Context: an optimization exercise on an open-source flow, tuned for small area, a short achievable clock period and few clock cycles. The choices shown serve that exercise and are no tape-out recipe. Where RTL was checked, it was by simulation tests only, not by an equivalence proof against the original. No functional check of the RTL was part of runs 4 and 5. Power figures rest on the tool's default switching activity, not on a simulated workload.

**flow/design.v**
```verilog
`timescale 1ns/1ns
module equity_regs
(
	input  logic                        clock,
	input  logic                        rst_n,
	input  logic                        awvalid,
	output logic                        awready,
	input  logic [5-1:0]          awaddr,
	input  logic                        wvalid,
	output logic                        wready,
	input  logic [32-1:0]          wdata,
	output logic                        bvalid,
	input  logic                        bready,
	output logic [1:0]                  bresp,
	input  logic                        arvalid,
	output logic                        arready,
	input  logic [5-1:0]          araddr,
	output logic                        rvalid,
	input  logic                        rready,
	output logic [32-1:0]          rdata,
	output logic [1:0]                  rresp,
	input  logic                        fin,        
	input  logic                        fin_bad,    
	input  logic [10-1:0]           win_count,
	input  logic [10-1:0]           nl_count,   
	output logic                        go,         
	output logic                        err,        
	output logic [32-1:0]          hole_word,
	output logic [32-1:0]          flop_word
);
	localparam logic [1:0] RESP_OKAY   = 2'b00;
	localparam logic [1:0] RESP_SLVERR = 2'b10;
	localparam logic [2:0] IDX_CTRL   = 3'(5'h00 >> 2);
	localparam logic [2:0] IDX_STATUS = 3'(5'h04 >> 2);
	localparam logic [2:0] IDX_HOLE   = 3'(5'h08 >> 2);
	localparam logic [2:0] IDX_FLOP   = 3'(5'h0C >> 2);
	localparam logic [2:0] IDX_WIN    = 3'(5'h10 >> 2);
	localparam logic [2:0] IDX_TIE    = 3'(5'h14 >> 2);
	localparam logic [2:0] IDX_LOSS   = 3'(5'h18 >> 2);
	localparam logic [2:0] IDX_BOARDS = 3'(5'h1C >> 2);
	logic [32-1:0] hole_q;
	logic [32-1:0] flop_q;
	logic               busy;
	logic               done_flag;
	logic               err_flag;
	logic               wr_hs;  
	logic               wr_ok;
	logic               rd_hs;
	logic               rd_ok;
	logic [2:0]         wr_idx;
	logic [2:0]         rd_idx;
	logic [32-1:0] rd_word;
	logic [10-1:0]  tie_count;
	logic [10-1:0]  loss_count;
	logic [10-1:0]  board_count;
	assign awready = !bvalid;  
	assign wready  = !bvalid;
	assign arready = !rvalid;  
	assign wr_hs   = awvalid && wvalid && !bvalid;
	assign rd_hs   = arvalid && !rvalid;
	assign wr_idx = awaddr[5-1:2];
	assign rd_idx = araddr[5-1:2];
	assign rd_ok  = araddr[1:0] == 2'b00;  
	assign wr_ok = awaddr[1:0] == 2'b00 && !busy
		&& (wr_idx == IDX_CTRL || wr_idx == IDX_HOLE || wr_idx == IDX_FLOP);
	assign go    = wr_hs && wr_ok && wr_idx == IDX_CTRL && wdata[0];
	assign hole_word = hole_q;
	assign flop_word = flop_q;
	assign err       = err_flag;
	always_ff @(posedge clock)
	begin
		if (!rst_n)
		begin
			bvalid    <= 1'b0;
			rvalid    <= 1'b0;
			busy      <= 1'b0;
			done_flag <= 1'b0;
			err_flag  <= 1'b0;
		end
		else
		begin
			if (wr_hs)
				bvalid <= 1'b1;
			else if (bready)
				bvalid <= 1'b0;
			if (rd_hs)
				rvalid <= 1'b1;
			else if (rready)
				rvalid <= 1'b0;
			if (go)
			begin
				busy      <= 1'b1;
				done_flag <= 1'b0;
				err_flag  <= 1'b0;
			end
			else if (fin)
			begin
				busy      <= 1'b0;
				done_flag <= 1'b1;
				err_flag  <= fin_bad;
			end
		end
	end
	always_ff @(posedge clock)
	begin
		if (wr_hs)
			bresp <= wr_ok ? RESP_OKAY : RESP_SLVERR;
		if (wr_hs && wr_ok && wr_idx == IDX_HOLE)
			hole_q <= wdata;
		if (wr_hs && wr_ok && wr_idx == IDX_FLOP)
			flop_q <= wdata;
		if (rd_hs)
		begin
			rdata <= rd_word;
			rresp <= rd_ok ? RESP_OKAY : RESP_SLVERR;
		end
	end
	assign tie_count   = nl_count - win_count;
	assign loss_count  = err_flag ? '0 : 10'(990) - nl_count;
	assign board_count = err_flag ? '0 : 10'(990);
	always_comb
	begin
		rd_word = '0;
		if (rd_ok)
			case (rd_idx)
				IDX_STATUS: rd_word = 32'({err_flag, done_flag, busy});
				IDX_HOLE:   rd_word = hole_q;
				IDX_FLOP:   rd_word = flop_q;
				IDX_WIN:    rd_word = 32'(win_count);
				IDX_TIE:    rd_word = 32'(tie_count);
				IDX_LOSS:   rd_word = 32'(loss_count);
				IDX_BOARDS: rd_word = 32'(board_count);
				default:    rd_word = '0;
			endcase
	end
endmodule
`timescale 1ns/1ns
module board_enumerator
(
	input  logic                  clock,
	input  logic                  rst_n,
	input  logic                  go,
	input  logic [32-1:0]    hole_word,
	input  logic [32-1:0]    flop_word,
	output logic [4*13-1:0] base0,     
	output logic [4*13-1:0] base1,
	output logic [1:0]            cand,      
	output logic [1:0]            k4,        
	output logic [1:0]            k5,        
	output logic [7:0]            fmax,      
	output logic                  same,      
	output logic [1:0]            pv,        
	output logic                  first,     
	output logic                  fin,       
	output logic                  fin_bad,   
	output logic [2*13-1:0] one,       
	output logic [1:0]            eqab,      
	output logic [9:0]            live_a,    
	output logic [9:0]            live_b,
	output logic [11:0]           fcmp       
);
	localparam logic [3:0] TOP = 4'(13 - 1);
	logic [5:0]          card [7];  
	logic [13-1:0] oh [7];    
	logic [3:0]          sh [7];    
	logic                cfg_bad_n;
	logic                cfg_bad;   
	logic                dup_seen;  
	logic [3:0]          spec;      
	logic                valid_b;
	logic [3:0]          ge3_n [2];
	logic [3:0]          ge4_n [2];
	logic [3:0]          eq5_n [2];
	logic [3:0]          ge3 [2];   
	logic [3:0]          fm_n [2];  
	logic [4*13-1:0] base_n [2];
	for (genvar i = 0; i < 4; i++)
	begin : g_hole
		assign card[i] = hole_word[8*i +: 6];
	end
	for (genvar i = 0; i < 3; i++)
	begin : g_flop
		assign card[4+i] = flop_word[8*i +: 6];
	end
	always_comb
	begin
		cfg_bad_n = 1'b0;
		for (int i = 0; i < 7; i++)
		begin
			if (card[i][3:0] > TOP)
				cfg_bad_n = 1'b1;
			for (int r = 0; r < 13; r++)
				oh[i][r] = card[i][3:0] == 4'(r);
			for (int s = 0; s < 4; s++)
				sh[i][s] = card[i][5:4] == 2'(s);
		end
	end
	function automatic logic [2:0] ones4(input logic [3:0] v);
		case (v)
			4'b0000:                                     ones4 = 3'd0;
			4'b0001, 4'b0010, 4'b0100, 4'b1000:          ones4 = 3'd1;
			4'b0111, 4'b1011, 4'b1101, 4'b1110:          ones4 = 3'd3;
			4'b1111:                                     ones4 = 3'd4;
			default:                                     ones4 = 3'd2;
		endcase
	endfunction
	for (genvar p = 0; p < 2; p++)
	begin : g_player
		logic       f1, f2, f3, h1, h2;
		always_comb
		begin
			for (int r = 0; r < 13; r++)
			begin
				f1 = oh[4][r] || oh[5][r] || oh[6][r];
				f2 = (oh[4][r] && oh[5][r]) || (oh[4][r] && oh[6][r]) || (oh[5][r] && oh[6][r]);
				f3 = oh[4][r] && oh[5][r] && oh[6][r];
				h1 = oh[2*p][r] || oh[2*p+1][r];
				h2 = oh[2*p][r] && oh[2*p+1][r];
				base_n[p][4*r]   = f1 || h1;
				base_n[p][4*r+1] = f2 || (f1 && h1) || h2;
				base_n[p][4*r+2] = f3 || (f2 && h1) || (f1 && h2);
				base_n[p][4*r+3] = (f3 && h1) || (f2 && h2);
			end
			for (int s = 0; s < 4; s++)
			begin
				f1 = sh[4][s] || sh[5][s] || sh[6][s];
				f2 = (sh[4][s] && sh[5][s]) || (sh[4][s] && sh[6][s]) || (sh[5][s] && sh[6][s]);
				f3 = sh[4][s] && sh[5][s] && sh[6][s];
				h1 = sh[2*p][s] || sh[2*p+1][s];
				h2 = sh[2*p][s] && sh[2*p+1][s];
				ge3_n[p][s] = f3 || (f2 && h1) || (f1 && h2);
				ge4_n[p][s] = (f3 && h1) || (f2 && h2);
				eq5_n[p][s] = f3 && h2;
			end
		end
	end
	function automatic logic [3:0] top16(input logic [15:0] m);
		logic [1:0] t4 [4];
		logic [3:0] any4;
		for (int i = 0; i < 4; i++)
		begin
			any4[i] = |m[4*i +: 4];
			t4[i]   = m[4*i+3] ? 2'd3 : m[4*i+2] ? 2'd2 : m[4*i+1] ? 2'd1 : 2'd0;
		end
		top16 = any4[3] ? {2'd3, t4[3]} : any4[2] ? {2'd2, t4[2]} : any4[1] ? {2'd1, t4[1]} : {2'd0, t4[0]};
	endfunction
	always_comb
	begin
		logic [6:0]          in_a;
		logic [13-1:0] fl;
		logic [13-1:0] m0;
		logic [13-1:0] m1;
		for (int i = 0; i < 7; i++)
			in_a[i] = |(sh[i] & ge3[0]);
		for (int r = 0; r < 13; r++)
		begin
			fl[r] = (oh[4][r] && in_a[4]) || (oh[5][r] && in_a[5]) || (oh[6][r] && in_a[6]);
			m0[r] = fl[r] || (oh[0][r] && in_a[0]) || (oh[1][r] && in_a[1]);
			m1[r] = fl[r] || (oh[2][r] && in_a[2]) || (oh[3][r] && in_a[3]);
		end
		fm_n[0] = top16(16'(m0));
		fm_n[1] = top16(16'(m1));
	end
	always_ff @(posedge clock)
	begin
		cfg_bad <= cfg_bad_n;
		base0   <= base_n[0];
		base1   <= base_n[1];
		ge3[0]  <= ge3_n[0];
		ge3[1]  <= ge3_n[1];
		k4      <= {|ge4_n[1], |ge4_n[0]};
		k5      <= {|eq5_n[1], |eq5_n[0]};
		fmax    <= {fm_n[1], fm_n[0]};
	end
	assign cand    = {|ge3[1], |ge3[0]};
	assign same    = |(ge3[0] & ge3[1]);
	assign valid_b = cand[1] && !same;
	assign spec    = ge3[0] | ge3[1];
	function automatic logic [4:0] occ_of(input logic [3:0] x, input logic [41:0] cs, input logic [27:0] ss);
		logic [3:0] seen;
		logic       dup;
		seen = '0;
		dup  = 1'b0;
		for (int i = 0; i < 7; i++)
		begin
			dup  = dup || (|(seen & ss[4*i +: 4]) && cs[6*i +: 4] == x);
			seen = seen | ({4{cs[6*i +: 4] == x}} & ss[4*i +: 4]);
		end
		occ_of = {dup, seen};
	endfunction
	logic [41:0] cs;
	logic [27:0] ss;
	logic [1:0]  dup_a;
	always_comb
		for (int i = 0; i < 7; i++)
		begin
			cs[6*i +: 6] = card[i];
			ss[4*i +: 4] = sh[i];
		end
	function automatic logic [4:0] live_of(input logic [3:0] occ, input logic [3:0] sp,
		input logic [3:0] sa, input logic [3:0] sb, input logic vb);
		live_of = {ones4(~occ & ~sp), vb && |(sb & ~occ), |(sa & ~occ)};
	endfunction
	logic [1:0] run;    
	logic [7:0] a;      
	logic [7:0] b;
	logic [1:0] lane_fin;
	logic       m0_gt;
	logic       m0_eq;
	assign m0_gt = fmax[3:0] > fmax[7:4];
	assign m0_eq = fmax[3:0] == fmax[7:4];
	for (genvar l = 0; l < 2; l++)
	begin : g_lane
		localparam logic [3:0] A0   = l == 0 ? 4'd0 : 4'd4;   
		localparam logic [3:0] AEND = l == 0 ? 4'd3 : TOP;    
		logic [3:0] la;
		logic [3:0] lb;
		logic [4:0] oa;
		logic [4:0] ob;
		logic [3:0] m0;
		logic [3:0] m1;
		logic       g0a, g1a, g0b, g1b;
		assign la = a[4*l +: 4];
		assign lb = b[4*l +: 4];
		assign oa = occ_of(la, cs, ss);
		assign ob = occ_of(lb, cs, ss);
		assign dup_a[l] = oa[4];
		assign lane_fin[l] = run[l] && la == AEND && lb == TOP;
		assign m0 = fmax[3:0];
		assign m1 = fmax[7:4];
		assign g0a = m0 > la;
		assign g1a = m1 > la;
		assign g0b = m0 > lb;
		assign g1b = m1 > lb;
		always_ff @(posedge clock)
		begin
			if (!rst_n)
			begin
				run[l] <= 1'b0;
				pv[l]  <= 1'b0;
			end
			else
			begin
				if (go)
					run[l] <= 1'b1;
				else if (lane_fin[l])
					run[l] <= 1'b0;
				pv[l] <= run[l];
			end
		end
		always_ff @(posedge clock)
		begin
			if (!run[l] || lane_fin[l])
			begin
				a[4*l +: 4] <= A0;
				b[4*l +: 4] <= A0;
			end
			else if (lb == TOP)
			begin
				a[4*l +: 4] <= la + 4'd1;
				b[4*l +: 4] <= la + 4'd1;
			end
			else
				b[4*l +: 4] <= lb + 4'd1;
		end
		always_ff @(posedge clock)
		begin
			for (int r = 0; r < 13; r++)
				one[13*l + r] <= la == 4'(r) || lb == 4'(r);
			eqab[l]            <= la == lb;
			live_a[5*l +: 5]   <= live_of(oa[3:0], spec, ge3[0], ge3[1], valid_b);
			live_b[5*l +: 5]   <= live_of(ob[3:0], spec, ge3[0], ge3[1], valid_b);
			fcmp[6*l +: 6] <= {m0_gt && g0b, m0_eq || (!g0b && !g1b),
				m0_gt && g0a, m0_eq || (!g0a && !g1a), m0_gt, m0_eq};
		end
	end
	always_ff @(posedge clock)
	begin
		if (!rst_n)
			fin <= 1'b0;
		else
			fin <= lane_fin[0];
		first   <= run[0] && a[3:0] == 4'd0 && b[3:0] == 4'd0;
		fin_bad <= cfg_bad || dup_seen || dup_a[0];
	end
	always_ff @(posedge clock)
	begin
		if (!rst_n || go)
			dup_seen <= 1'b0;
		else
			dup_seen <= dup_seen || (run[0] && dup_a[0]) || (run[1] && dup_a[1]);
	end
endmodule
`timescale 1ns/1ns
module hand_ranker
(
	input  logic [4*13-1:0] base,      
	input  logic [13-1:0]   one,       
	input  logic [13-1:0]   two,       
	output logic [6:0]            strength
);
	localparam logic [2:0] CAT_HIGH       = 3'd0;
	localparam logic [2:0] CAT_PAIR       = 3'd1;
	localparam logic [2:0] CAT_TWO_PAIR   = 3'd2;
	localparam logic [2:0] CAT_TRIPS      = 3'd3;
	localparam logic [2:0] CAT_STRAIGHT   = 3'd4;
	localparam logic [2:0] CAT_FULL_HOUSE = 3'd6;
	localparam logic [2:0] CAT_QUADS      = 3'd7;
	logic [13-1:0] present;
	logic [13-1:0] pair;     
	logic [13-1:0] trip;     
	logic [13-1:0] quad;
	logic [13-1:0] str_top;  
	logic                has_trip;
	logic                has_trip2;
	logic                has_pair;
	logic                has_pair2;
	logic [3:0]          top_quad;
	logic [3:0]          top_trip;
	logic [3:0]          top_pair;
	logic [3:0]          top_str;
	logic [3:0]          top_high;
	always_comb
	begin
		for (int r = 0; r < 13; r++)
		begin
			logic b1, b2, b3, b4;
			logic t2, t3, t4;
			b1 = base[4*r];
			b2 = base[4*r+1];
			b3 = base[4*r+2];
			b4 = base[4*r+3];
			present[r] = b1 || one[r];
			t2 = b2 || (b1 && one[r]) || two[r];
			t3 = b3 || (b2 && one[r]) || (b1 && two[r]);
			t4 = b4 || (b3 && one[r]) || (b2 && two[r]);
			pair[r] = t2 && !t3;
			trip[r] = t3 && !t4;
			quad[r] = t4;
		end
	end
	always_comb
	begin
		str_top = '0;
		str_top[3] = present[13-1] && &present[3:0];
		for (int t = 4; t < 13; t++)
			str_top[t] = &present[t -: 5];
	end
	function automatic logic [1:0] any_two(input logic [15:0] m);
		logic [7:0] any1, two1;
		logic [3:0] any2, two2;
		logic [1:0] any3, two3;
		for (int i = 0; i < 8; i++)
		begin
			any1[i] = m[2*i] || m[2*i+1];
			two1[i] = m[2*i] && m[2*i+1];
		end
		for (int i = 0; i < 4; i++)
		begin
			any2[i] = any1[2*i] || any1[2*i+1];
			two2[i] = two1[2*i] || two1[2*i+1] || (any1[2*i] && any1[2*i+1]);
		end
		for (int i = 0; i < 2; i++)
		begin
			any3[i] = any2[2*i] || any2[2*i+1];
			two3[i] = two2[2*i] || two2[2*i+1] || (any2[2*i] && any2[2*i+1]);
		end
		any_two = {two3[0] || two3[1] || (any3[0] && any3[1]), any3[0] || any3[1]};
	endfunction
	function automatic logic [3:0] top16(input logic [15:0] m);
		logic [1:0] t4 [4];
		logic [3:0] any4;
		for (int i = 0; i < 4; i++)
		begin
			any4[i] = |m[4*i +: 4];
			t4[i]   = m[4*i+3] ? 2'd3 : m[4*i+2] ? 2'd2 : m[4*i+1] ? 2'd1 : 2'd0;
		end
		top16 = any4[3] ? {2'd3, t4[3]} : any4[2] ? {2'd2, t4[2]} : any4[1] ? {2'd1, t4[1]} : {2'd0, t4[0]};
	endfunction
	assign {has_trip2, has_trip} = any_two(16'(trip));
	assign {has_pair2, has_pair} = any_two(16'(pair));
	assign top_quad = top16(16'(quad));
	assign top_trip = top16(16'(trip));
	assign top_pair = top16(16'(pair));
	assign top_str  = top16(16'(str_top));
	assign top_high = top16(16'(present));
	always_comb
	begin
		if (|quad)
			strength = {CAT_QUADS, top_quad};
		else if (has_trip && (has_pair || has_trip2))
			strength = {CAT_FULL_HOUSE, top_trip};
		else if (|str_top)
			strength = {CAT_STRAIGHT, top_str};
		else if (has_trip)
			strength = {CAT_TRIPS, top_trip};
		else if (has_pair2)
			strength = {CAT_TWO_PAIR, top_pair};
		else if (has_pair)
			strength = {CAT_PAIR, top_pair};
		else
			strength = {CAT_HIGH, top_high};
	end
endmodule
`timescale 1ns/1ns
module pair_tally
(
	input  logic              clock,
	input  logic              rst_n,
	input  logic              pv,
	input  logic              eqab,
	input  logic [5:0]        fcmp,       
	input  logic [4:0]        live_a,     
	input  logic [4:0]        live_b,
	input  logic [13:0]       strength,   
	input  logic [1:0]        cand,
	input  logic [1:0]        k4,
	input  logic [1:0]        k5,
	input  logic              same,
	output logic              v2,
	output logic [13:0]       win_part,   
	output logic [13:0]       nl_part     
);
	localparam int T_N = 0;
	localparam int T_A = 1;
	localparam int T_B = 2;
	localparam int C_NN = 0;
	localparam int C_NA = 1;
	localparam int C_NB = 2;
	localparam int C_AN = 3;
	localparam int C_AA = 4;
	localparam int C_AB = 5;
	localparam int C_BN = 6;
	localparam int C_BA = 7;
	localparam int C_BB = 8;
	logic        v1;
	logic [13:0] nf1;
	logic [4:0]  w_nn1;
	logic [1:0]  w_na1, w_nb1, w_an1, w_bn1;
	logic [3:0]  w_x1;    
	logic [5:0]  fcmp1;   
	logic [4:0]  w_nn;
	logic [1:0]  w_na, w_nb, w_an, w_bn;
	logic [3:0]  w_x;
	logic [13:0] win_n;
	logic [13:0] nl_n;
	always_ff @(posedge clock)
	begin
		if (!rst_n)
		begin
			v1 <= 1'b0;
			v2 <= 1'b0;
		end
		else
		begin
			v1 <= pv;
			v2 <= v1;
		end
	end
	function automatic logic [4:0] pairs(input logic [2:0] x, input logic [2:0] y, input logic one_rank);
		if (one_rank)
			case (x)
				3'd2:    pairs = 5'd1;
				3'd3:    pairs = 5'd3;
				3'd4:    pairs = 5'd6;
				default: pairs = 5'd0;
			endcase
		else
			pairs = 5'(x * y);
	endfunction
	always_comb
	begin
		logic [2:0] na, nb;
		logic       aa, ab, ba, bb;  
		na = live_a[4:2];
		nb = live_b[4:2];
		aa = live_a[0];
		ba = live_a[1];
		ab = live_b[0];
		bb = live_b[1];
		w_nn = pairs(na, nb, eqab);
		if (!eqab)
		begin
			w_na = 2'(na & {3{ab}});
			w_nb = 2'(na & {3{bb}});
			w_an = 2'(nb & {3{aa}});
			w_bn = 2'(nb & {3{ba}});
			w_x  = {ba && bb, ba && ab, aa && bb, aa && ab};
		end
		else
		begin
			w_na = '0;
			w_nb = '0;
			w_an = 2'(na & {3{aa}});
			w_bn = 2'(na & {3{ba}});
			w_x  = {1'b0, 1'b0, aa && ba, 1'b0};
		end
	end
	always_ff @(posedge clock)
	begin
		nf1     <= strength;
		w_nn1   <= w_nn;
		w_na1   <= w_na;
		w_nb1   <= w_nb;
		w_an1   <= w_an;
		w_bn1   <= w_bn;
		w_x1    <= w_x;
		fcmp1   <= fcmp;
		win_part <= win_n;
		nl_part  <= nl_n;
	end
	function automatic logic [1:0] cmp7(input logic [6:0] x, input logic [6:0] y);
		logic [6:0] g, e;
		logic       gt;
		g  = x & ~y;
		e  = ~(x ^ y);
		gt = 1'b0;
		for (int i = 0; i < 7; i++)
		begin
			logic t;
			t = g[i];
			for (int j = i + 1; j < 7; j++)
				t = t && e[j];
			gt = gt || t;
		end
		cmp7 = {gt, &e};
	endfunction
	logic [8:0] win_c;
	logic [8:0] nl_c;
	always_comb
	begin
		logic [6:0] s0, s1;
		logic       lo0, lo1, gt, eq;
		logic       in0a, in0b, in1a, in1b;
		logic [1:0] c0, c1;
		logic       f0, f1, fl0, fl1;
		logic       win, tie;
		s0  = nf1[6:0];
		s1  = nf1[13:7];
		lo0 = !(s0[6] && s0[5]);  
		lo1 = !(s1[6] && s1[5]);
		{gt, eq} = cmp7(s0, s1);
		for (int ta = 0; ta < 3; ta++)
			for (int tb = 0; tb < 3; tb++)
			begin
				in0a = ta == T_A;
				in0b = tb == T_A;
				in1a = (ta == T_A && same) || ta == T_B;
				in1b = (tb == T_A && same) || tb == T_B;
				c0 = 2'(in0a) + 2'(in0b);
				c1 = 2'(in1a) + 2'(in1b);
				f0 = cand[0] && (k5[0] || (k4[0] && c0 != 2'd0) || c0 == 2'd2);
				f1 = cand[1] && (k5[1] || (k4[1] && c1 != 2'd0) || c1 == 2'd2);
				fl0 = f0 && lo0;
				fl1 = f1 && lo1;
				if (fl0 && fl1)
				begin
					if (in0b)
						{win, tie} = fcmp1[5:4];
					else if (in0a)
						{win, tie} = fcmp1[3:2];
					else
						{win, tie} = fcmp1[1:0];
				end
				else if (fl0)
				begin
					win = lo1;
					tie = 1'b0;
				end
				else if (fl1)
				begin
					win = !lo0;
					tie = 1'b0;
				end
				else
				begin
					win = gt;
					tie = eq;
				end
				win_c[ta*3+tb] = win;
				nl_c[ta*3+tb]  = win || tie;
			end
	end
	function automatic logic [13:0] parts(input logic [8:0] hit,
		input logic [4:0] nn, input logic [1:0] na, input logic [1:0] nb,
		input logic [1:0] an, input logic [1:0] bn, input logic [3:0] x);
		logic [2:0] sa, sb, s1;
		sa = (hit[C_NA] ? 3'(na) : 3'd0) + (hit[C_NB] ? 3'(nb) : 3'd0);
		sb = (hit[C_AN] ? 3'(an) : 3'd0) + (hit[C_BN] ? 3'(bn) : 3'd0);
		s1 = 3'(hit[C_AA] && x[0]) + 3'(hit[C_AB] && x[1]) + 3'(hit[C_BA] && x[2]) + 3'(hit[C_BB] && x[3]);
		parts = {sa, sb, s1, hit[C_NN] ? nn : 5'd0};
	endfunction
	assign win_n = parts(win_c, w_nn1, w_na1, w_nb1, w_an1, w_bn1, w_x1);
	assign nl_n  = parts(nl_c, w_nn1, w_na1, w_nb1, w_an1, w_bn1, w_x1);
endmodule
module outcome_tally
(
	input  logic                          clock,
	input  logic                          rst_n,
	input  logic [2-1:0]           pv,
	input  logic                          first,      
	input  logic                          fin,
	input  logic                          err,        
	input  logic [2-1:0]           eqab,
	input  logic [6*2-1:0]         fcmp,
	input  logic [5*2-1:0]         live_a,     
	input  logic [5*2-1:0]         live_b,
	input  logic [14*2-1:0]        strength,   
	input  logic [1:0]                    cand,
	input  logic [1:0]                    k4,
	input  logic [1:0]                    k5,
	input  logic                          same,
	output logic [10-1:0]             win_count,
	output logic [10-1:0]             nl_count    
);
	logic [2-1:0] v2;
	logic [13:0]         win_part [2];
	logic [13:0]         nl_part [2];
	logic                v3;
	logic [5:0]          win_inc;
	logic [5:0]          nl_inc;
	logic                first1, first2, first3;
	logic                last1, last2, last3;
	for (genvar l = 0; l < 2; l++)
	begin : g_lane
		pair_tally i_lane
		(
			.clock    (clock),
			.rst_n    (rst_n),
			.pv       (pv[l]),
			.eqab     (eqab[l]),
			.fcmp     (fcmp[6*l +: 6]),
			.live_a   (live_a[5*l +: 5]),
			.live_b   (live_b[5*l +: 5]),
			.strength (strength[14*l +: 14]),
			.cand     (cand),
			.k4       (k4),
			.k5       (k5),
			.same     (same),
			.v2       (v2[l]),
			.win_part (win_part[l]),
			.nl_part  (nl_part[l])
		);
	end
	always_ff @(posedge clock)
	begin
		if (!rst_n)
		begin
			last1 <= 1'b0;
			last2 <= 1'b0;
			last3 <= 1'b0;
			v3    <= 1'b0;
		end
		else
		begin
			last1 <= fin;
			last2 <= last1;
			last3 <= last2;
			v3    <= v2[0];
		end
		first1 <= first;
		first2 <= first1;
		first3 <= first2;
	end
	function automatic logic [5:0] lane_sum(input logic [13:0] p);
		lane_sum = 6'(p[4:0]) + 6'(p[7:5]) + 6'(p[10:8]) + 6'(p[13:11]);
	endfunction
	always_ff @(posedge clock)
	begin
		win_inc <= (v2[0] ? lane_sum(win_part[0]) : 6'd0) + (v2[1] ? lane_sum(win_part[1]) : 6'd0);
		nl_inc  <= (v2[0] ? lane_sum(nl_part[0]) : 6'd0) + (v2[1] ? lane_sum(nl_part[1]) : 6'd0);
	end
	always_ff @(posedge clock)
	begin
		if (v3)
		begin
			if (last3 && err)
			begin
				win_count <= '0;
				nl_count  <= '0;
			end
			else if (first3)
			begin
				win_count <= 10'(win_inc);
				nl_count  <= 10'(nl_inc);
			end
			else
			begin
				win_count <= win_count + 10'(win_inc);
				nl_count  <= nl_count + 10'(nl_inc);
			end
		end
	end
endmodule
`timescale 1ns/1ns
module equity_top
(
	input  logic               clock,
	input  logic               rst_n,
	input  logic               awvalid,
	output logic               awready,
	input  logic [5-1:0] awaddr,
	input  logic               wvalid,
	output logic               wready,
	input  logic [32-1:0] wdata,
	output logic               bvalid,
	input  logic               bready,
	output logic [1:0]         bresp,
	input  logic               arvalid,
	output logic               arready,
	input  logic [5-1:0] araddr,
	output logic               rvalid,
	input  logic               rready,
	output logic [32-1:0] rdata,
	output logic [1:0]         rresp
);
	logic                          go;
	logic                          err;
	logic                          fin;
	logic                          fin_bad;
	logic                          first;
	logic [32-1:0]            hole_word;
	logic [32-1:0]            flop_word;
	logic [4*13-1:0]         base0;
	logic [4*13-1:0]         base1;
	logic [1:0]                    cand;
	logic [1:0]                    k4;
	logic [1:0]                    k5;
	logic [7:0]                    fmax;
	logic                          same;
	logic [2-1:0]           pv;
	logic [2-1:0]           eqab;
	logic [6*2-1:0]         fcmp;
	logic [13*2-1:0]  one;
	logic [5*2-1:0]         live_a;
	logic [5*2-1:0]         live_b;
	logic [14*2-1:0]        strength;
	logic [10-1:0]             win_count;
	logic [10-1:0]             nl_count;
	logic                          fin1;      
	logic                          fin_bad1;
	always_ff @(posedge clock)
	begin
		if (!rst_n)
			fin1 <= 1'b0;
		else
			fin1 <= fin;
		fin_bad1 <= fin_bad;
	end
	equity_regs i_regs
	(
		.clock     (clock),
		.rst_n     (rst_n),
		.awvalid   (awvalid),
		.awready   (awready),
		.awaddr    (awaddr),
		.wvalid    (wvalid),
		.wready    (wready),
		.wdata     (wdata),
		.bvalid    (bvalid),
		.bready    (bready),
		.bresp     (bresp),
		.arvalid   (arvalid),
		.arready   (arready),
		.araddr    (araddr),
		.rvalid    (rvalid),
		.rready    (rready),
		.rdata     (rdata),
		.rresp     (rresp),
		.fin       (fin1),
		.fin_bad   (fin_bad1),
		.win_count (win_count),
		.nl_count  (nl_count),
		.go        (go),
		.err       (err),
		.hole_word (hole_word),
		.flop_word (flop_word)
	);
	board_enumerator i_enum (.*);
	for (genvar l = 0; l < 2; l++)
	begin : g_lane
		logic [13-1:0] two;  
		assign two = one[13*l +: 13] & {13{eqab[l]}};
		hand_ranker i_rank0
		(
			.base     (base0),
			.one      (one[13*l +: 13]),
			.two      (two),
			.strength (strength[14*l +: 7])
		);
		hand_ranker i_rank1
		(
			.base     (base1),
			.one      (one[13*l +: 13]),
			.two      (two),
			.strength (strength[14*l+7 +: 7])
		);
	end
	outcome_tally i_tally (.*);
endmodule
```
**flow/flow/run.sh**
```bash
#!/bin/bash
# Standard layout, with timing repair aimed well below the clock period
cp standard.sh standard_sh_copy.log
export SETUP_SLACK_MARGIN=8.8
bash standard.sh > standard.log 2>&1
```
**flow/standard.sh**
```bash
#!/bin/bash
# synth_recipe.tcl (not shown) runs the flow's synth.tcl, then flattens the netlist and writes it again
# the make line also repeats each setting of config.mk as NAME=value (left out here)
make -C /OpenROAD-flow-scripts/flow DESIGN_CONFIG=/design/flow/config.mk WORK_HOME=/design/flow/orfs CLKGATE_MAP_FILE= SYNTH_SCRIPT=/design/flow/synth_recipe.tcl "${@:-finish}"
```
**flow/config.mk**
```make
export PLATFORM = sky130hd
export DESIGN_NAME = equity_top
export DESIGN_NICKNAME = equity_top
export VERILOG_FILES = /design/flow/design.v
export SDC_FILE = /design/flow/constraint.sdc
export NUM_CORES = 4
export LEC_CHECK = 0
export ABC_AREA = 1
export CAP_MARGIN = 20
export CORE_MARGIN = 2
export CORE_UTILIZATION = 60
export SLEW_MARGIN = 20
```
**flow/constraint.sdc**
```tcl
create_clock -name core_clock -period 12.5 [get_ports {clock}]
set_input_delay 2.5000 -clock core_clock [delete_from_list [all_inputs] [get_ports {clock}]]
set_output_delay 2.5000 -clock core_clock [all_outputs]
set_load 0.01 [all_outputs]
```
==> impl_metrics.json, run 1 <==
{
  "status": "no timing/DRC/antenna violations",
  "clkPwrFrac_pct": 48.4,
  "cts_root_buf": "clkbuf_16",
  "viasPerCell": 6.066,
  "critPathTopFamily": "flip-flops",
  "synth.avg_cell_area_um2": 6.776,
  "fin_ws_ps": 8776,
  "syn_area_um2": 33420,
  "p_sw_mw": 0.7332,
  "sequentialPowerShare_pct": 48.9,
  "cts.path.max_buffers": 3,
  "wl_per_cell_um": 21.72,
  "final_util_pct": 66.86,
  "crit_required_ps": 10000,
  "core_area_um2": 55090,
  "post-place-ws_ps": 7787,
  "areaGrowthSynthToFinish_pct": 10.23,
  "peakVddDrop_v": 0.0001333,
  "io_buffers": 87,
  "hold_class": "reg -> reg",
  "startpoint_type": "flip-flop",
  "grt_first_pass_wirelength_mm": 184.5,
  "worstPathArrival_ps": 1220,
  "rrSetupSlack_ps": 8820,
  "ys_seq_area_share_pct": 32.41,
  "drc": 0,
  "first_pass_iters": 7,
  "p_total_mw": 3.297,
  "setup_viol": 0,
  "r2r-end": "i_enum.live_a[2]",
  "synth_compound_area_share_pct": 17.73,
  "antenna_found_initial": 0,
  "worstSetupPathType": "reg -> out",
  "routed_wl_mm": 126.1,
  "synth.mux.area_fraction_pct": 0,
  "cts_inserted_buffers": 49,
  "grt_max_degree": 35,
  "fin_tns_setup_ps": 0,
  "vias": 35220,
  "worstPathMaxFanout": 1,
  "place_hpwl_mm": 99.65,
  "dieArea_um2": 57600,
  "hold_depth": 0,
  "powerDensity_nw_per_um2": 89.50,
  "switching_share_pct": 22.24,
  "instances_no_fill": 5806,
  "comb_power_share_pct": 2.6,
  "max-cap-violations": 0,
  "htreeDepth": 2,
  "grt-ovfl-total": 0,
  "path_cells": "buf_6",
  "io_pins": 90,
  "period_minus_slack_ps": 3724,
  "track_usage_pct": 42.52,
  "cts.clk_slew.worst_paths_ps": 70,
  "placed_area_um2": 34940,
  "path_buf_inv": 1,
  "synthSimpleGateAreaFrac_pct": 28.08,
  "yosys_warnings": 24,
  "initialDrtViolationCount": 5152,
  "finClkSkew_ps": 25.22,
  "clock_latency_ps": 640,
  "hold_violations": 0,
  "place.gp.congestion": 1.098,
  "dp_cells": 5700,
  "whs_ps": 325.5,
  "die-width_um": 240,
  "synth_adder_area_share_pct": 8.537,
  "die_h_um": 240,
  "worst_pin_slew_ps": 1121,
  "grt_pass1_vias": 31450,
  "layout-drive-gt1-share_pct": 6.287,
  "max_slew_margin_pct": 25.00,
  "slew_violations": 0,
  "internal_power_mw": 2.564,
  "start_util_pct": 60.66,
  "synth_cells": 4932,
  "antennaDiodeCount": 0,
  "synth_enable_flop_cells": 118,
  "fin_area_um2": 36840,
  "rows": 86,
  "r2r-start": "i_enum.a[3]",
  "fmax_mhz": 268.5,
  "synth-xor-area-share_pct": 2.621,
  "rr_worst_depth": 15,
  "end_kind": "output pin",
  "p_leak_nw": 17.99,
  "finalNetCount": 5267,
  "hold_path.startpoint": "i_enum.fcmp[5]",
  "hold_buffers": 0,
  "synth_seq_cells": 482,
  "synth_top_family_by_area": "simple AND/OR/NAND/NOR gates",
  "rsz0062_at_grt": "true",
  "synth_top_flop_cell": "dfxtp_1",
  "worstHoldEndpoint": "i_tally.g_lane[0].i_lane.fcmp1[5]",
  "max_stage_delay_ps": 440,
  "slowest_stage": "edfxtp_1",
  "clkSinkCount": 482,
  "synth.distinct_cells": 69,
  "min_period_over_period_pct": 29.79,
  "cts_tree": "built",
  "ys_async_sr_fraction_pct": 0,
  "ant_nets": 0
}
sequential cells by signal, indices dropped and copies added, names as in the netlist, 26 cells and up:
name and count:
i_enum.base0 52, i_enum.base1 52, i_regs.flop_q 32, i_regs.hole_q 32
i_regs.rdata 32, i_tally.g_lane.i_lane.nf1 28, i_tally.g_lane.i_lane.nl_part 28, i_tally.g_lane.i_lane.win_part 28
i_enum.one 26
repair_timing:
item	CTS	global route
setup buffers	10	2
pin swaps	8	4
setup endpoints to repair	113	110
hold endpoints to repair	0	0
cloned	2	0
resized for setup	185	19
layer usage:
metal	global-route usage, %	wire length [um]
met2	60.81	51010
met1	59.34	51270
met3	11.24	17140
met5	0.08658	0
met4	20.44	6691
cell usage in the layout, fill, tap and decap left out, types with 28 or more instances in the layout:
cell type	instances
nand2_1	1061
nor3_1	76
inv_1	787
nor2_1	721
nand2_2	28
edfxtp_1	118
xor2_1	59
a31oi_1	32
a22oi_1	29
clkbuf_16	52
clkdlybuf4s50_1	40
xnor2_1	41
dfxtp_1	362
o21ai_0	218
o221ai_1	34
fa_1	45
o211ai_1	76
buf_2	36
o22ai_1	127
nand3_1	210
inv_2	43
ha_1	156
nand4_1	57
a21oi_1	320
power by group through the flow:
stage | sequential (mW) | combinational [mW] | clock [mW]
after global placement | 1.65 | 0.0858 | 0
final | 1.61 | 0.0868 | 1.60
after floorplan | 1.65 | 0.0366 | 0
after detailed placement | 1.65 | 0.0883 | 0
after global routing | 1.61 | 0.0930 | 1.66
after CTS | 1.61 | 0.0847 | 1.60
cells by family after synthesis:
logic type,count (synthesis)
buffers and inverters,914
xor gates and xnor gates,100
AOI/OAI and AO/OA,982
other,1
DFF,482
adders and majority gates,201
and+or+nand+nor,2252
how the worst max path moves through the flow:
stage	cells after the start	startpoint	slack (ps)	to
final	1	i_regs.rdata[10]	8780	rdata[10]
after global routing	15	i_enum.a[3]	8740	i_enum.live_a[2]
after CTS	8	awaddr[1]	8740	i_regs.hole_q[13]
after detailed placement	7	araddr[4]	7790	i_regs.rdata[6]
after global placement	9	araddr[2]	7400	i_regs.rdata[8]
after floorplan	6	awaddr[3]	8060	i_regs.hole_q[0]
final cells by class:
cell class	instances	area, um^2
fill	4829	18260
timing repair buffer	111	983.4
multi-input combinational	3537	19170
sequential	482	10830
tap	748	935.9
inverter	836	3146
clock buffer	68	1441
clock inverter	24	326.6
synth_stat cells (all sizes together) (60+ instances only):
cell / instances / share of area, %
inv: 830 / 9.3
edfxtp: 118 / 11
dfxtp: 364 / 22
nand3: 215 / 3.3
o211ai: 77 / 1.7
nor3: 86 / 1.4
a21oi: 323 / 4.9
o22ai: 127 / 2.4
buf: 60 / 1.0
ha: 156 / 5.8
nand2: 1094 / 13
nor2: 753 / 8.9
o21ai: 249 / 3.8
Testbench counts, summed over its fixed seeds: cycles 6,144.
==> inputs of run 2 (changes only) <==
==> flow/flow/run.sh (replaced) <==
#!/bin/bash
# Standard layout, with timing repair aimed well below the clock period
cp standard.sh standard_sh_copy.log
export SETUP_SLACK_MARGIN=9.0
bash standard.sh > standard.log 2>&1
--- a/flow/config.mk
+++ b/flow/config.mk
@@ -8,5 +8,5 @@
 export ABC_AREA = 1
 export CAP_MARGIN = 20
 export CORE_MARGIN = 2
-export CORE_UTILIZATION = 60
+export CORE_UTILIZATION = 30
 export SLEW_MARGIN = 20
==> run 2 against run 1 <==
Compared with the run above: highest routed layer unchanged; clock power about the same; critical endpoint is now rdata[9]; maximum frequency fell by 0.65%; critical path depth is the same; final area increased by 3.4%; flip-flop and latch count unchanged; register-to-register slack improved by 200 ps; power grew 0.98%; cell count up 13%; worst hold slack worse by 4.9 ps.
==> impl_metrics.json, run 2 <==
{
  "status": "no timing/DRC/antenna violations",
  "r2r-end": "i_enum.live_a[2]",
  "first_pass_iters": 7,
  "finalNetCount": 5298,
  "cts_inserted_buffers": 52,
  "rr_worst_depth": 15,
  "dp_cells": 6440,
  "period_minus_slack_ps": 3749,
  "grt_max_degree": 34,
  "cts_root_buf": "clkbuf_16",
  "layout-drive-gt1-share_pct": 7.250,
  "worstPathMaxFanout": 1,
  "worst_pin_slew_ps": 1111,
  "internal_power_mw": 2.560,
  "grt_pass1_vias": 31310,
  "crit_required_ps": 10000,
  "path_cells": "buf_2",
  "setup_viol": 0,
  "hold_path.startpoint": "i_enum.fcmp[3]",
  "rsz0062_at_grt": "true",
  "r2r-start": "i_enum.a[0]",
  "ant_nets": 0,
  "met2_usage_pct": 33.23,
  "syn_area_um2": 33420,
  "ys_async_sr_fraction_pct": 0,
  "core_area_um2": 110500,
  "drc": 0,
  "yosys_warnings": 24,
  "clkSinkCount": 482,
  "grt_first_pass_wirelength_mm": 189.7,
  "yosysTopAreaCell": "dfxtp_1",
  "clkPwrFrac_pct": 48.8,
  "nFillCells": 11960,
  "max_stage_delay_ps": 430,
  "synth.distinct_cells": 69,
  "end_kind": "output pin",
  "cts.clk_slew.worst_paths_ps": 60,
  "io_buffers": 87,
  "antenna_found_initial": 0,
  "dieArea_um2": 114100,
  "io_pins": 90,
  "hold_class": "reg -> reg",
  "min_period_over_period_pct": 29.99,
  "instances_no_fill": 6579,
  "ys_seq_area_share_pct": 32.41,
  "synth_top_flop_cell": "dfxtp_1",
  "viasPerCell": 5.135,
  "mostFrequentLayoutCells": "1060 x nand2_1, 779 x inv_1, 721 x nor2_1",
  "synth.cells.most_frequent": "1062 x nand2_1, 795 x inv_1, 723 x nor2_1",
  "fmax_mhz": 266.8,
  "htreeDepth": 2,
  "synth.avg_cell_area_um2": 6.776,
  "comb_power_share_pct": 2.8,
  "synth_cells": 4932,
  "grt-ovfl-total": 0,
  "areaGrowthSynthToFinish_pct": 13.99,
  "initialDrtViolationCount": 3539,
  "powerDensity_nw_per_um2": 87.41,
  "slowest_stage": "edfxtp_1",
  "synth_enable_flop_cells": 118,
  "path_buf_inv": 1,
  "track_usage_pct": 21.84,
  "yosys.cell_count.top_type": "nand2_1",
  "place.gp.congestion": 1.050,
  "switching_share_pct": 23.10,
  "wl_per_cell_um": 19.29,
  "synth_seq_cells": 482,
  "mostFrequentLayoutCell": "nand2_1",
  "fin_tns_setup_ps": 0,
  "synth.top_cell.area_share_pct": 21.81,
  "startpoint_type": "flip-flop",
  "reg.largest.list": "i_enum.base0: 52 flops, i_enum.base1: 52 flops",
  "cts_tree": "built",
  "place_hpwl_mm": 102.4,
  "p_sw_mw": 0.7689,
  "worstPathArrival_ps": 1250,
  "die-width_um": 337.8,
  "hold_violations": 0,
  "start_util_pct": 30.24,
  "met3_usage_pct": 3.258,
  "rows": 122,
  "max_slew_margin_pct": 25.72,
  "hold_depth": 0,
  "vias": 33780,
  "max-cap-violations": 0,
  "clock_latency_ps": 660,
  "rrSetupSlack_ps": 9020,
  "peakVddDrop_v": 0.0001062,
  "cts.path.max_buffers": 3,
  "synthTopCellsByArea": "dfxtp_1 22%, nand2_1 12%, edfxtp_1 11%",
  "finClkSkew_ps": 40.96,
  "die_h_um": 337.8,
  "worstSetupPathType": "reg -> out",
  "grt-busiest-layer": "met2",
  "final_util_pct": 34.47,
  "routed_wl_mm": 126.9,
  "p_leak_nw": 18.10,
  "slew_violations": 0,
  "grt_use_met1_pct": 30.65,
  "worstHoldEndpoint": "i_tally.g_lane[0].i_lane.fcmp1[3]",
  "critPathTopFamily": "flip-flops",
  "sequentialPowerShare_pct": 48.5
}
## run 2: cell counts after synthesis
No cell type changed its count.
## run 2: power groups by stage
stage               clock network, mW  registers [mW]  logic, mW
finish                           1.62            1.61     0.0922
global route                     1.72            1.61      0.100
CTS                              1.66            1.61     0.0901
detailed placement                  0            1.65     0.0894
global placement                    0            1.65     0.0885
floorplan                           0            1.65     0.0391
## run 2: worst max-delay path by stage
| stage | startpoint | to | depth (start not counted) |
|---|---|---|---|
| 2_1_floorplan | awaddr[3] | i_regs.hole_q[0] | 6 |
| 3_3_place_gp | araddr[2] | i_regs.rdata[8] | 9 |
| 3_5_place_dp | araddr[2] | i_regs.rdata[8] | 9 |
| 4_1_cts | i_regs.rdata[9] | rdata[9] | 1 |
| 5_1_grt | i_regs.rdata[9] | rdata[9] | 1 |
| 6_report | i_regs.rdata[9] | rdata[9] | 1 |
## run 2: per-stage QoR
stage                     setup slack [ps]  hold WS, ps  cell area, um^2  total power, mW
after global routing                  8720        324.7            38090            3.431
final                                 8751        320.6            38090            3.329
after CTS                             8702        324.4            37880            3.364
after floorplan                       8063        309.6            33530            1.687
after detailed placement              7336        312.8            35920            1.736
after global placement                7399        311.7            35920            1.736
## run 2: kinds of logic after synthesis
logic type,after synthesis,share of synthesized area [%]
compound gates,982,17.73
xor+xnor,100,2.621
fa+ha+maj,201,8.537
buf+inv,914,10.61
flops,482,32.41
other cells,1,0.01122
simple gates,2252,28.08
## run 2: area by class of cell
type	count	area, um^2	area share (%)
multi-input combinational	3539	19190	50.38
timing repair inverter	1	7.507	0.01971
inverter	836	3176	8.337
clock inverter	29	325.3	0.8540
antenna	1	2.502	0.006569
tap	1488	1862	4.888
clock buffer	67	1516	3.981
sequential	482	10840	28.46
timing repair buffer	136	1172	3.078
## run 2: layer usage
metal  part of all wire, %  vias up
met2                    42     1407
met1                    46    15690
li1                      -    16420
met4                   4.8        0
met5                     0        -
met3                   7.5      263
## run 2: timing repair
action                                  4_1_cts  5_1_grt
cloned                                        5        0
pin swaps                                    11        4
setup buffers                                17       20
hold buffers                                  0        0
endpoints found under the setup margin      169      145
gates resized for setup                     199       29
endpoints found under the hold margin         0        0
==> inputs of run 3 (changes only) <==
--- a/flow/design.v
+++ b/flow/design.v
@@ -251,7 +251,7 @@
 		logic [13-1:0] m0;
 		logic [13-1:0] m1;
 		for (int i = 0; i < 7; i++)
-			in_a[i] = |(sh[i] & ge3[0]);
+			in_a[i] = |(sh[i] & ge3_n[0]);
 		for (int r = 0; r < 13; r++)
 		begin
 			fl[r] = (oh[4][r] && in_a[4]) || (oh[5][r] && in_a[5]) || (oh[6][r] && in_a[6]);
@@ -345,12 +345,12 @@
 					run[l] <= 1'b1;
 				else if (lane_fin[l])
 					run[l] <= 1'b0;
-				pv[l] <= run[l];
+				pv[l] <= go || run[l];
 			end
 		end
 		always_ff @(posedge clock)
 		begin
-			if (!run[l] || lane_fin[l])
+			if ((!run[l] && !go) || lane_fin[l])
 			begin
 				a[4*l +: 4] <= A0;
 				b[4*l +: 4] <= A0;
@@ -380,7 +380,7 @@
 			fin <= 1'b0;
 		else
 			fin <= lane_fin[0];
-		first   <= run[0] && a[3:0] == 4'd0 && b[3:0] == 4'd0;
+		first   <= go;
 		fin_bad <= cfg_bad || dup_seen || dup_a[0];
 	end
 	always_ff @(posedge clock)
==> flow/flow/run.sh (replaced) <==
#!/bin/bash
# Standard layout, with timing repair aimed well below the clock period
cp standard.sh standard_sh_copy.log
export SETUP_SLACK_MARGIN=8.8
bash standard.sh > standard.log 2>&1
--- a/flow/config.mk
+++ b/flow/config.mk
@@ -8,5 +8,5 @@
 export ABC_AREA = 1
 export CAP_MARGIN = 20
 export CORE_MARGIN = 2
-export CORE_UTILIZATION = 30
+export CORE_UTILIZATION = 45
 export SLEW_MARGIN = 20
==> run 3 against run 2 <==
Compared with the run above: still clean; sequential power is essentially flat; power rose by 1.5%; final area is 2.3% lower; cell count shrank 7.4%; global-route usage up 9.2 points; core utilization increased by 16 points; die area fell by 33%; worst hold slack gained 1.1 ps; synthesized cell count increased by 1.3%; critical path depth unchanged; maximum frequency up 0.47%; largest cell class unchanged; largest power group unchanged.
==> impl_metrics.json, run 3 <==
{
  "slew_violations": 0,
  "htreeDepth": 2,
  "rsz0062_at_grt": "true",
  "placed_area_um2": 35270,
  "cp-startpoint": "i_regs.rdata[9]",
  "ant_nets": 0,
  "mostFrequentLayoutCells": "1200 x nand2_1, 763 x inv_1, 725 x nor2_1",
  "io_buffers": 87,
  "grt_pass1_vias": 30340,
  "dieArea_um2": 76480,
  "antennaDiodeCount": 0,
  "fin_tns_setup_ps": 0,
  "min_period_over_period_pct": 29.85,
  "multi_input_area_um2": 19390,
  "routed_wl_mm": 123.9,
  "clock_latency_ps": 650,
  "max_stage_delay_ps": 420,
  "syn_area_um2": 33430,
  "hold_path.startpoint": "i_tally.first2",
  "period_minus_slack_ps": 3731,
  "critPathTopFamily": "flip-flops",
  "wl_per_cell_um": 20.34,
  "first_pass_iters": 8,
  "rows": 99,
  "cts_root_buf": "clkbuf_16",
  "status": "no timing/DRC/antenna violations",
  "grt_first_pass_wirelength_mm": 182.6,
  "drc": 0,
  "place_hpwl_mm": 100.0,
  "yosys_warnings": 24,
  "initialDrtViolationCount": 4270,
  "dp_cells": 5979,
  "yosys.cell_count.top_type": "nand2_1",
  "io_pins": 90,
  "worstPathArrival_ps": 1230,
  "synth_seq_cells": 482,
  "cts_tree": "built",
  "start_util_pct": 45.66,
  "place.gp.congestion": 1.082,
  "hold_buffers": 0,
  "max-cap-violations": 0,
  "whs_ps": 321.7,
  "track_usage_pct": 31.04,
  "end_kind": "output pin",
  "viasPerCell": 5.574,
  "reg.largest.list": "i_enum.base0: 52 flops, i_enum.base1: 52 flops",
  "p_leak_nw": 18.30,
  "synth.top_cell.area_share_pct": 21.80,
  "synth_top_flop_cell": "dfxtp_1",
  "finClkSkew_ps": 45.94,
  "grt-ovfl-total": 0,
  "path_cells": "buf_2",
  "cts_inserted_buffers": 53,
  "mostFrequentLayoutCell": "nand2_1",
  "layout-drive-gt1-share_pct": 5.748,
  "die_h_um": 276.5,
  "synth.avg_cell_area_um2": 6.691,
  "cts.clk_slew.worst_paths_ps": 60,
  "startpoint_type": "flip-flop",
  "fmax_mhz": 268.0,
  "nFillCells": 7408,
  "grt_max_degree": 35,
  "met2_usage_pct": 44.28,
  "slowest_stage": "edfxtp_1",
  "worstPathMaxFanout": 1,
  "core_area_um2": 73210,
  "clkSinkCount": 482,
  "max_slew_margin_pct": 35.51,
  "synth.distinct_cells": 64,
  "synth.cells.most_frequent": "1201 x nand2_1, 776 x inv_1, 729 x nor2_1",
  "worstSetupPathType": "reg -> out",
  "ys_async_sr_fraction_pct": 0,
  "instances_no_fill": 6091,
  "vias": 33950,
  "rr_worst_depth": 15,
  "register_area_um2": 10830,
  "path_buf_inv": 1,
  "hold_violations": 0,
  "crit_required_ps": 10000,
  "fin_area_um2": 37220,
  "synth_enable_flop_cells": 118,
  "peakVddDrop_v": 0.0001085,
  "synth_cells": 4996,
  "yosysTopAreaCell": "dfxtp_1",
  "hold_depth": 0,
  "setup_viol": 0,
  "worst_pin_slew_ps": 966.0,
  "antenna_found_initial": 2,
  "die-width_um": 276.5,
  "synthTopCellsByArea": "dfxtp_1 22%, nand2_1 13%, edfxtp_1 11%",
  "ys_seq_area_share_pct": 32.40,
  "grt_use_met1_pct": 45.62,
  "met3_usage_pct": 6.802,
  "p_total_mw": 3.378,
  "cts.path.max_buffers": 3,
  "finalNetCount": 5337,
  "cp.depth": 1,
  "powerDensity_nw_per_um2": 90.75,
  "r2r-start": "i_enum.a[2]",
  "areaGrowthSynthToFinish_pct": 11.35,
  "hold_class": "reg -> reg",
  "grt-busiest-layer": "met1"
}
==> run 3: cell types whose count changed after synthesis, moves of 14 or more <==
cell | previous run | this run
buf_2 | 47 | 27
o21ai_0 | 218 | 253
nand2_1 | 1062 | 1201
clkbuf_1 | 18 | 38
o21ai_1 | 26 | 11
inv_1 | 795 | 776
nand2_2 | 27 | 13
o22ai_1 | 127 | 101
inv_2 | 35 | 21
==> run 3: final timing paths <==
kind | to | slack [ps]
worst max-delay path | rdata[9] | 8770
worst min-delay path | i_tally.first3 | 320
worst max register to register | i_enum.live_a[2] | 8930
worst min register to register | i_tally.first3 | 320
==> run 3: where the power goes <==
| part | total (mW) | switching [mW] | internal (mW) |
|---|---|---|---|
| clock network | 1.64 | 0.695 | 0.942 |
| registers | 1.62 | 0.0118 | 1.61 |
| logic | 0.116 | 0.0711 | 0.0451 |
==> run 3: through the flow <==
stage / util, % / worst slack, ps
finish: 50.85 / 8769
global route: 50.85 / 8721
CTS: 50.55 / 8678
detailed placement: 48.18 / 7781
global placement: 48.18 / 7762
floorplan: - / 8151
==> run 3: cells by family (layout without fill, tap and decap cells) <==
| group | Yosys count | in the layout | synth area share [%] |
|---|---|---|---|
| buffers and inverters | 879 | 1013 | 10.10 |
| flip-flops | 482 | 482 | 32.40 |
| AND/OR/NAND/NOR | 2387 | 2388 | 29.48 |
| other | 1 | 2 | 0.01122 |
| XOR/XNOR | 105 | 105 | 2.751 |
| AO/OA/AOI/OAI | 940 | 940 | 16.70 |
| adder cells (fa/ha/maj) | 202 | 202 | 8.564 |
==> run 3: cell type report <==
class	count	area share, %
tap	959	3.224
clock buffer	74	4.178
clock inverter	26	0.7631
timing repair buffer	107	2.461
inverter	806	8.185
sequential	482	29.11
multi-input combinational	3637	52.08
==> run 3: timing repair <==
| item | CTS | global route |
|---|---|---|
| pin swaps | 1 | 7 |
| resized for setup | 175 | 42 |
| cloned | 1 | 2 |
| setup buffers | 3 | 6 |
| endpoints found under the setup margin | 123 | 94 |
==> run 3: layer usage <==
layer / wire length [um] / vias up / share of wire [%]
met4: 4723 / 4 / 3.8
li1: - / 16460 / -
met3: 14200 / 276 / 11
met5: 27 / - / 0.022
met1: 55390 / 15410 / 45
met2: 49580 / 1804 / 40
Testbench counts of run 3, summed over its fixed seeds: cycles 5,952.
==> inputs of run 4 (changes only) <==
--- a/flow/design.v
+++ b/flow/design.v
@@ -534,7 +534,7 @@
 	localparam int C_BA = 7;
 	localparam int C_BB = 8;
 	logic        v1;
-	logic [13:0] nf1;
+	logic [3:0]  nf1;     
 	logic [4:0]  w_nn1;
 	logic [1:0]  w_na1, w_nb1, w_an1, w_bn1;
 	logic [3:0]  w_x1;    
@@ -596,19 +596,6 @@
 			w_x  = {1'b0, 1'b0, aa && ba, 1'b0};
 		end
 	end
-	always_ff @(posedge clock)
-	begin
-		nf1     <= strength;
-		w_nn1   <= w_nn;
-		w_na1   <= w_na;
-		w_nb1   <= w_nb;
-		w_an1   <= w_an;
-		w_bn1   <= w_bn;
-		w_x1    <= w_x;
-		fcmp1   <= fcmp;
-		win_part <= win_n;
-		nl_part  <= nl_n;
-	end
 	function automatic logic [1:0] cmp7(input logic [6:0] x, input logic [6:0] y);
 		logic [6:0] g, e;
 		logic       gt;
@@ -625,21 +612,38 @@
 		end
 		cmp7 = {gt, &e};
 	endfunction
+	logic [3:0] nf;
+	always_comb
+	begin
+		logic [6:0] s0, s1;
+		s0 = strength[6:0];
+		s1 = strength[13:7];
+		nf[1:0] = {!(s1[6] && s1[5]), !(s0[6] && s0[5])};
+		nf[3:2] = cmp7(s0, s1);
+	end
+	always_ff @(posedge clock)
+	begin
+		nf1     <= nf;
+		w_nn1   <= w_nn;
+		w_na1   <= w_na;
+		w_nb1   <= w_nb;
+		w_an1   <= w_an;
+		w_bn1   <= w_bn;
+		w_x1    <= w_x;
+		fcmp1   <= fcmp;
+		win_part <= win_n;
+		nl_part  <= nl_n;
+	end
 	logic [8:0] win_c;
 	logic [8:0] nl_c;
 	always_comb
 	begin
-		logic [6:0] s0, s1;
 		logic       lo0, lo1, gt, eq;
 		logic       in0a, in0b, in1a, in1b;
 		logic [1:0] c0, c1;
 		logic       f0, f1, fl0, fl1;
 		logic       win, tie;
-		s0  = nf1[6:0];
-		s1  = nf1[13:7];
-		lo0 = !(s0[6] && s0[5]);  
-		lo1 = !(s1[6] && s1[5]);
-		{gt, eq} = cmp7(s0, s1);
+		{gt, eq, lo1, lo0} = nf1;
 		for (int ta = 0; ta < 3; ta++)
 			for (int tb = 0; tb < 3; tb++)
 			begin
==> run 4 against run 3 <==
Compared with the run above: via count is 0.92% lower; clock-buffer cell count is 4 lower; worst hold slack worse by 36 ps; sequential share of layout area is 0.74 points lower; largest power group is now registers; combinational power is 25% lower; still clean on timing, DRC and antenna.
==> impl_metrics.json, run 4 <==
{
  "status": "no timing/DRC/antenna violations",
  "hold_depth": 0,
  "grt_pass1_vias": 30480,
  "clkSinkCount": 462,
  "setup_viol": 0,
  "slew_violations": 0,
  "rows": 99,
  "p_leak_nw": 17.78,
  "rr_worst_depth": 15,
  "r2r-end": "i_enum.live_a[2]",
  "hold_violations": 0,
  "ys_seq_area_share_pct": 31.79,
  "grt_first_pass_wirelength_mm": 185.2,
  "drc": 0,
  "fin_tns_setup_ps": 0,
  "cp-startpoint": "i_regs.rdata[11]",
  "reg.largest.list": "i_enum.base0: 52 flops, i_enum.base1: 52 flops",
  "synth.avg_cell_area_um2": 6.645,
  "min_period_over_period_pct": 30.60,
  "start_util_pct": 45.20,
  "synth_seq_cells": 462,
  "cts_root_buf": "clkbuf_16",
  "period_minus_slack_ps": 3825,
  "cts.clk_slew.worst_paths_ps": 70,
  "peakVddDrop_v": 0.0001092,
  "max_slew_margin_pct": 32.71,
  "crit_required_ps": 10000,
  "worstPathMaxFanout": 1,
  "p_total_mw": 3.190,
  "die-width_um": 274.0,
  "mostFrequentLayoutCells": "1129 x nand2_1, 764 x inv_1, 746 x nor2_1",
  "synth.distinct_cells": 63,
  "io_pins": 90,
  "mostFrequentLayoutCell": "nand2_1",
  "worstSetupPathType": "reg -> out",
  "yosys.cell_count.top_type": "nand2_1",
  "wl_per_cell_um": 20.87,
  "worstPathArrival_ps": 1320,
  "ant_nets": 0,
  "worstHoldEndpoint": "i_tally.g_lane[1].i_lane.fcmp1[2]",
  "layout-drive-gt1-share_pct": 6.780,
  "die_h_um": 274.0,
  "synth.top_cell.area_share_pct": 20.99,
  "powerDensity_nw_per_um2": 86.54,
  "synthTopCellsByArea": "dfxtp_1 21%, nand2_1 13%, edfxtp_1 11%",
  "max_stage_delay_ps": 490,
  "end_kind": "output pin",
  "final_util_pct": 50.79,
  "cts.path.max_buffers": 3,
  "synth_enable_flop_cells": 118,
  "finalNetCount": 5281,
  "dieArea_um2": 75080,
  "synth_cells": 4937,
  "rsz0062_at_grt": "true",
  "ys_async_sr_fraction_pct": 0,
  "max-cap-violations": 0,
  "areaGrowthSynthToFinish_pct": 12.37,
  "cts_inserted_buffers": 51,
  "place_hpwl_mm": 102.9,
  "synth.cells.most_frequent": "1139 x nand2_1, 775 x inv_1, 762 x nor2_1",
  "clock_latency_ps": 640,
  "finClkSkew_ps": 68.67,
  "rrSetupSlack_ps": 8940,
  "slowest_stage": "edfxtp_1",
  "critPathTopFamily": "flip-flops",
  "fmax_mhz": 261.5,
  "hold_buffers": 0,
  "path_buf_inv": 1,
  "worst_pin_slew_ps": 1006,
  "viasPerCell": 5.575,
  "synth_top_flop_cell": "dfxtp_1",
  "io_buffers": 87,
  "startpoint_type": "flip-flop",
  "track_usage_pct": 32.58,
  "path_cells": "buf_2",
  "vias": 33640,
  "htreeDepth": 2,
  "hold_class": "reg -> reg",
  "grt_max_degree": 35,
  "grt-ovfl-total": 0,
  "place.gp.congestion": 1.112,
  "antenna_found_initial": 4,
  "r2r-start": "i_enum.a[3]",
  "core_area_um2": 72590,
  "initialDrtViolationCount": 3782,
  "hold_path.startpoint": "i_enum.fcmp[8]",
  "cts_tree": "built",
  "syn_area_um2": 32810,
  "routed_wl_mm": 125.9,
  "yosysTopAreaCell": "dfxtp_1",
  "first_pass_iters": 6,
  "yosys_warnings": 24
}
run 4: per-stage QoR:
step | instance area (um^2) | hold WS [ps] | instances | worst slack, ps
4_1_cts | 36410 | 276.6 | 6025 | 8654
3_5_place_dp | 34690 | 312.1 | 5924 | 7419
5_1_grt | 36860 | 291.6 | 6033 | 8675
3_3_place_gp | 34690 | 311.0 | 5924 | 7397
2_1_floorplan | 32860 | 309.6 | 4938 | 8423
6_report | 36860 | 285.5 | 6034 | 8675
run 4: area by class of cell:
class	instances	area, um^2
tap	959	1200
timing repair buffer	111	963.4
sequential	462	10460
clock inverter	26	302.8
antenna	1	2.502
inverter	798	3013
multi-input combinational	3607	19450
fill	7436	35720
clock buffer	70	1469
run 4: logic make-up after synthesis:
family | after synthesis | synth area share, %
and+or+nand+nor | 2358 | 29.45
xor gates and xnor gates | 104 | 2.777
AOI/OAI and AO/OA | 942 | 17.14
other | 1 | 0.01143
buffers and inverters | 869 | 10.14
DFF | 462 | 31.79
adders and majority gates | 201 | 8.696
run 4: what timing repair did:
action,4_1_cts,5_1_grt
resized for setup,190,116
pin swaps,6,7
buffers inserted,5,7
cloned,0,1
endpoints found under the setup margin,136,139
run 4: worst max path at each step:
stage / endpoint / slack [ps] / cells past startpoint
after floorplan: i_regs.hole_q[0] / 8420 / 5
after global placement: i_enum.a[6] / 7400 / 12
after detailed placement: i_enum.a[6] / 7420 / 12
after CTS: rdata[11] / 8650 / 1
after global routing: i_enum.live_a[2] / 8670 / 15
final: rdata[11] / 8680 / 1
run 4: power by group:
| group | switching, mW | internal (mW) | total, mW |
|---|---|---|---|
| clock | 0.655 | 0.897 | 1.55 |
| sequential | 0.00775 | 1.54 | 1.55 |
| combinational | 0.0506 | 0.0365 | 0.0871 |
| total | 0.714 | 2.48 | 3.19 |
run 4: routing by layer:
metal  vias to the layer above  part of all wire [%]  global-route usage, %
li1                      16350                     -                      -
met1                     15460                    45                  46.82
met2                      1560                    41                  47.59
met3                       269                    10                  7.374
met4                         2                   4.0                  11.58
met5                         -                0.0095                      0
==> inputs of run 5 (changes only) <==
--- a/flow/config.mk
+++ b/flow/config.mk
@@ -9,4 +9,5 @@
 export CAP_MARGIN = 20
 export CORE_MARGIN = 2
 export CORE_UTILIZATION = 45
+export PLACE_DENSITY = 0.75
 export SLEW_MARGIN = 20
==> run 5 against run 4 <==
Compared with the run above: via count grew 1.6%; highest routed layer unchanged; final area shrank 0.21%; routed wire length shrank 1.4%; cell count is essentially flat; maximum frequency grew 0.56%; first-iteration DRC count grew 15%; largest power group unchanged; largest cell class unchanged.
==> impl_metrics.json, run 5 <==
{
  "status": "no timing/DRC/antenna violations",
  "rr_worst_depth": 15,
  "io_buffers": 87,
  "synth_enable_flop_cells": 118,
  "critPathTopFamily": "flip-flops",
  "synthTopCellsByArea": "dfxtp_1 21%, nand2_1 13%, edfxtp_1 11%",
  "core_area_um2": 72590,
  "rsz0062_at_grt": "true",
  "setup_viol": 0,
  "crit_required_ps": 10000,
  "track_usage_pct": 32.08,
  "hold_class": "reg -> reg",
  "clock_latency_ps": 650,
  "max_stage_delay_ps": 470,
  "min_period_over_period_pct": 30.43,
  "grt_pass1_vias": 30720,
  "die_h_um": 274.0,
  "ys_async_sr_fraction_pct": 0,
  "synth.avg_cell_area_um2": 6.645,
  "grt-ovfl-total": 0,
  "whs_ps": 321.8,
  "place_hpwl_mm": 101.5,
  "cts.clk_slew.worst_paths_ps": 60,
  "vias": 34170,
  "p_leak_nw": 17.75,
  "areaGrowthSynthToFinish_pct": 12.13,
  "cts_tree": "built",
  "initialDrtViolationCount": 4361,
  "r2r-end": "i_tally.g_lane[1].i_lane.nf1[3]",
  "slew_violations": 0,
  "routed_wl_mm": 124.1,
  "powerDensity_nw_per_um2": 86.19,
  "ys_seq_area_share_pct": 31.79,
  "reg.largest.list": "i_enum.base0: 52 flops, i_enum.base1: 52 flops",
  "hold_path.startpoint": "i_enum.fcmp[5]",
  "die-width_um": 274.0,
  "finClkSkew_ps": 74.36,
  "synth.top_cell.area_share_pct": 20.99,
  "r2r-start": "i_enum.eqab[1]",
  "fmax_mhz": 262.9,
  "syn_area_um2": 32810,
  "first_pass_iters": 9,
  "clkSinkCount": 462,
  "viasPerCell": 5.664,
  "cts_inserted_buffers": 50,
  "period_minus_slack_ps": 3803,
  "grt_first_pass_wirelength_mm": 182.9,
  "yosysTopAreaCell": "dfxtp_1",
  "io_pins": 90,
  "rows": 99,
  "hold_buffers": 0,
  "hold_depth": 0,
  "layout-drive-gt1-share_pct": 6.446,
  "slowest_stage": "edfxtp_1",
  "startpoint_type": "flip-flop",
  "cts.path.max_buffers": 3,
  "end_kind": "output pin",
  "synth.distinct_cells": 63,
  "worst_pin_slew_ps": 1021,
  "max_slew_margin_pct": 31.33,
  "grt_max_degree": 35,
  "drc": 0,
  "path_cells": "buf_2",
  "rrSetupSlack_ps": 8860,
  "worstPathMaxFanout": 1,
  "fin_tns_setup_ps": 0,
  "yosys.cell_count.top_type": "nand2_1",
  "wl_per_cell_um": 20.58,
  "path_buf_inv": 1,
  "worstSetupPathType": "reg -> out",
  "finalNetCount": 5282,
  "mostFrequentLayoutCell": "nand2_1",
  "place.gp.congestion": 1.098,
  "worstHoldEndpoint": "i_tally.g_lane[0].i_lane.fcmp1[5]",
  "synth_cells": 4937,
  "peakVddDrop_v": 0.0001017,
  "yosys_warnings": 24,
  "antenna_found_initial": 2,
  "hold_violations": 0,
  "start_util_pct": 45.20,
  "mostFrequentLayoutCells": "1135 x nand2_1, 764 x inv_1, 747 x nor2_1",
  "synth_seq_cells": 462,
  "antennaDiodeCount": 0,
  "dieArea_um2": 75080,
  "synth.cells.most_frequent": "1139 x nand2_1, 775 x inv_1, 762 x nor2_1",
  "worstPathArrival_ps": 1300,
  "cts_root_buf": "clkbuf_16",
  "synth_top_flop_cell": "dfxtp_1",
  "ant_nets": 0,
  "htreeDepth": 2,
  "max-cap-violations": 0
}
==> run 5: cell families after synthesis <==
logic type	Yosys count	share of synthesized area (%)
buffers and inverters	869	10.14
other	1	0.01143
adders and majority gates	201	8.696
xor gates and xnor gates	104	2.777
AOI/OAI and AO/OA	942	17.14
and+or+nand+nor	2358	29.45
DFF	462	31.79
==> run 5: metrics by stage <==
| step | setup slack [ps] | utilization, % | instances | area [um^2] | power, mW |
|---|---|---|---|---|---|
| after floorplan | 8423 | - | 4938 | 32860 | 1.623 |
| after global placement | 7556 | 47.76 | 5922 | 34670 | 1.670 |
| after detailed placement | 7499 | 47.76 | 5922 | 34670 | 1.671 |
| after CTS | 8681 | 50.19 | 6026 | 36430 | 3.193 |
| after global routing | 8693 | 50.68 | 6032 | 36790 | 3.261 |
| final | 8697 | 50.68 | 6032 | 36790 | 3.170 |
==> run 5: layer usage <==
layer,global-route usage [%],vias up,share of wire [%]
met5,0,-,0.022
met4,12.36,4,4.5
met3,7.409,300,12
met2,46.25,1849,40
met1,46.13,15650,44
li1,-,16370,-
==> run 5: area by class of cell <==
class / instances / area, um^2
clock inverters: 25 / 292.8
clock buffers: 68 / 1434
flip-flops and latches: 462 / 10450
inverters: 798 / 3017
multi-input cells: 3607 / 19470
repair buffers: 113 / 918.4
fillers: 7334 / 35800
well taps: 959 / 1200
==> run 5: power by group <==
group | leakage (nW) | internal, mW | switching (mW)
Clock | 0.855 | 0.866 | 0.666
Combinational | 13.0 | 0.0365 | 0.0512
Sequential | 3.90 | 1.54 | 0.00797
==> run 5: worst max-delay path by stage <==
| stage | from | end | slack, ps | depth (start not counted) |
|---|---|---|---|---|
| after global placement | awaddr[3] | i_enum.b[2] | 7560 | 9 |
| after detailed placement | awaddr[3] | i_enum.a[3] | 7500 | 9 |
| after floorplan | awaddr[1] | i_regs.hole_q[0] | 8420 | 5 |
| after global routing | i_enum.eqab[1] | i_tally.g_lane[1].i_lane.nf1[3] | 8690 | 21 |
| after CTS | i_regs.rdata[10] | rdata[10] | 8680 | 1 |
| final | i_regs.rdata[10] | rdata[10] | 8700 | 1 |
==> run 5: what timing repair did <==
| item | CTS | global route |
|---|---|---|
| endpoints found under the setup margin | 140 | 60 |
| pin swaps | 6 | 5 |
| gates cloned | 0 | 0 |
| gates resized for setup | 199 | 95 |
| setup buffers | 11 | 6 |
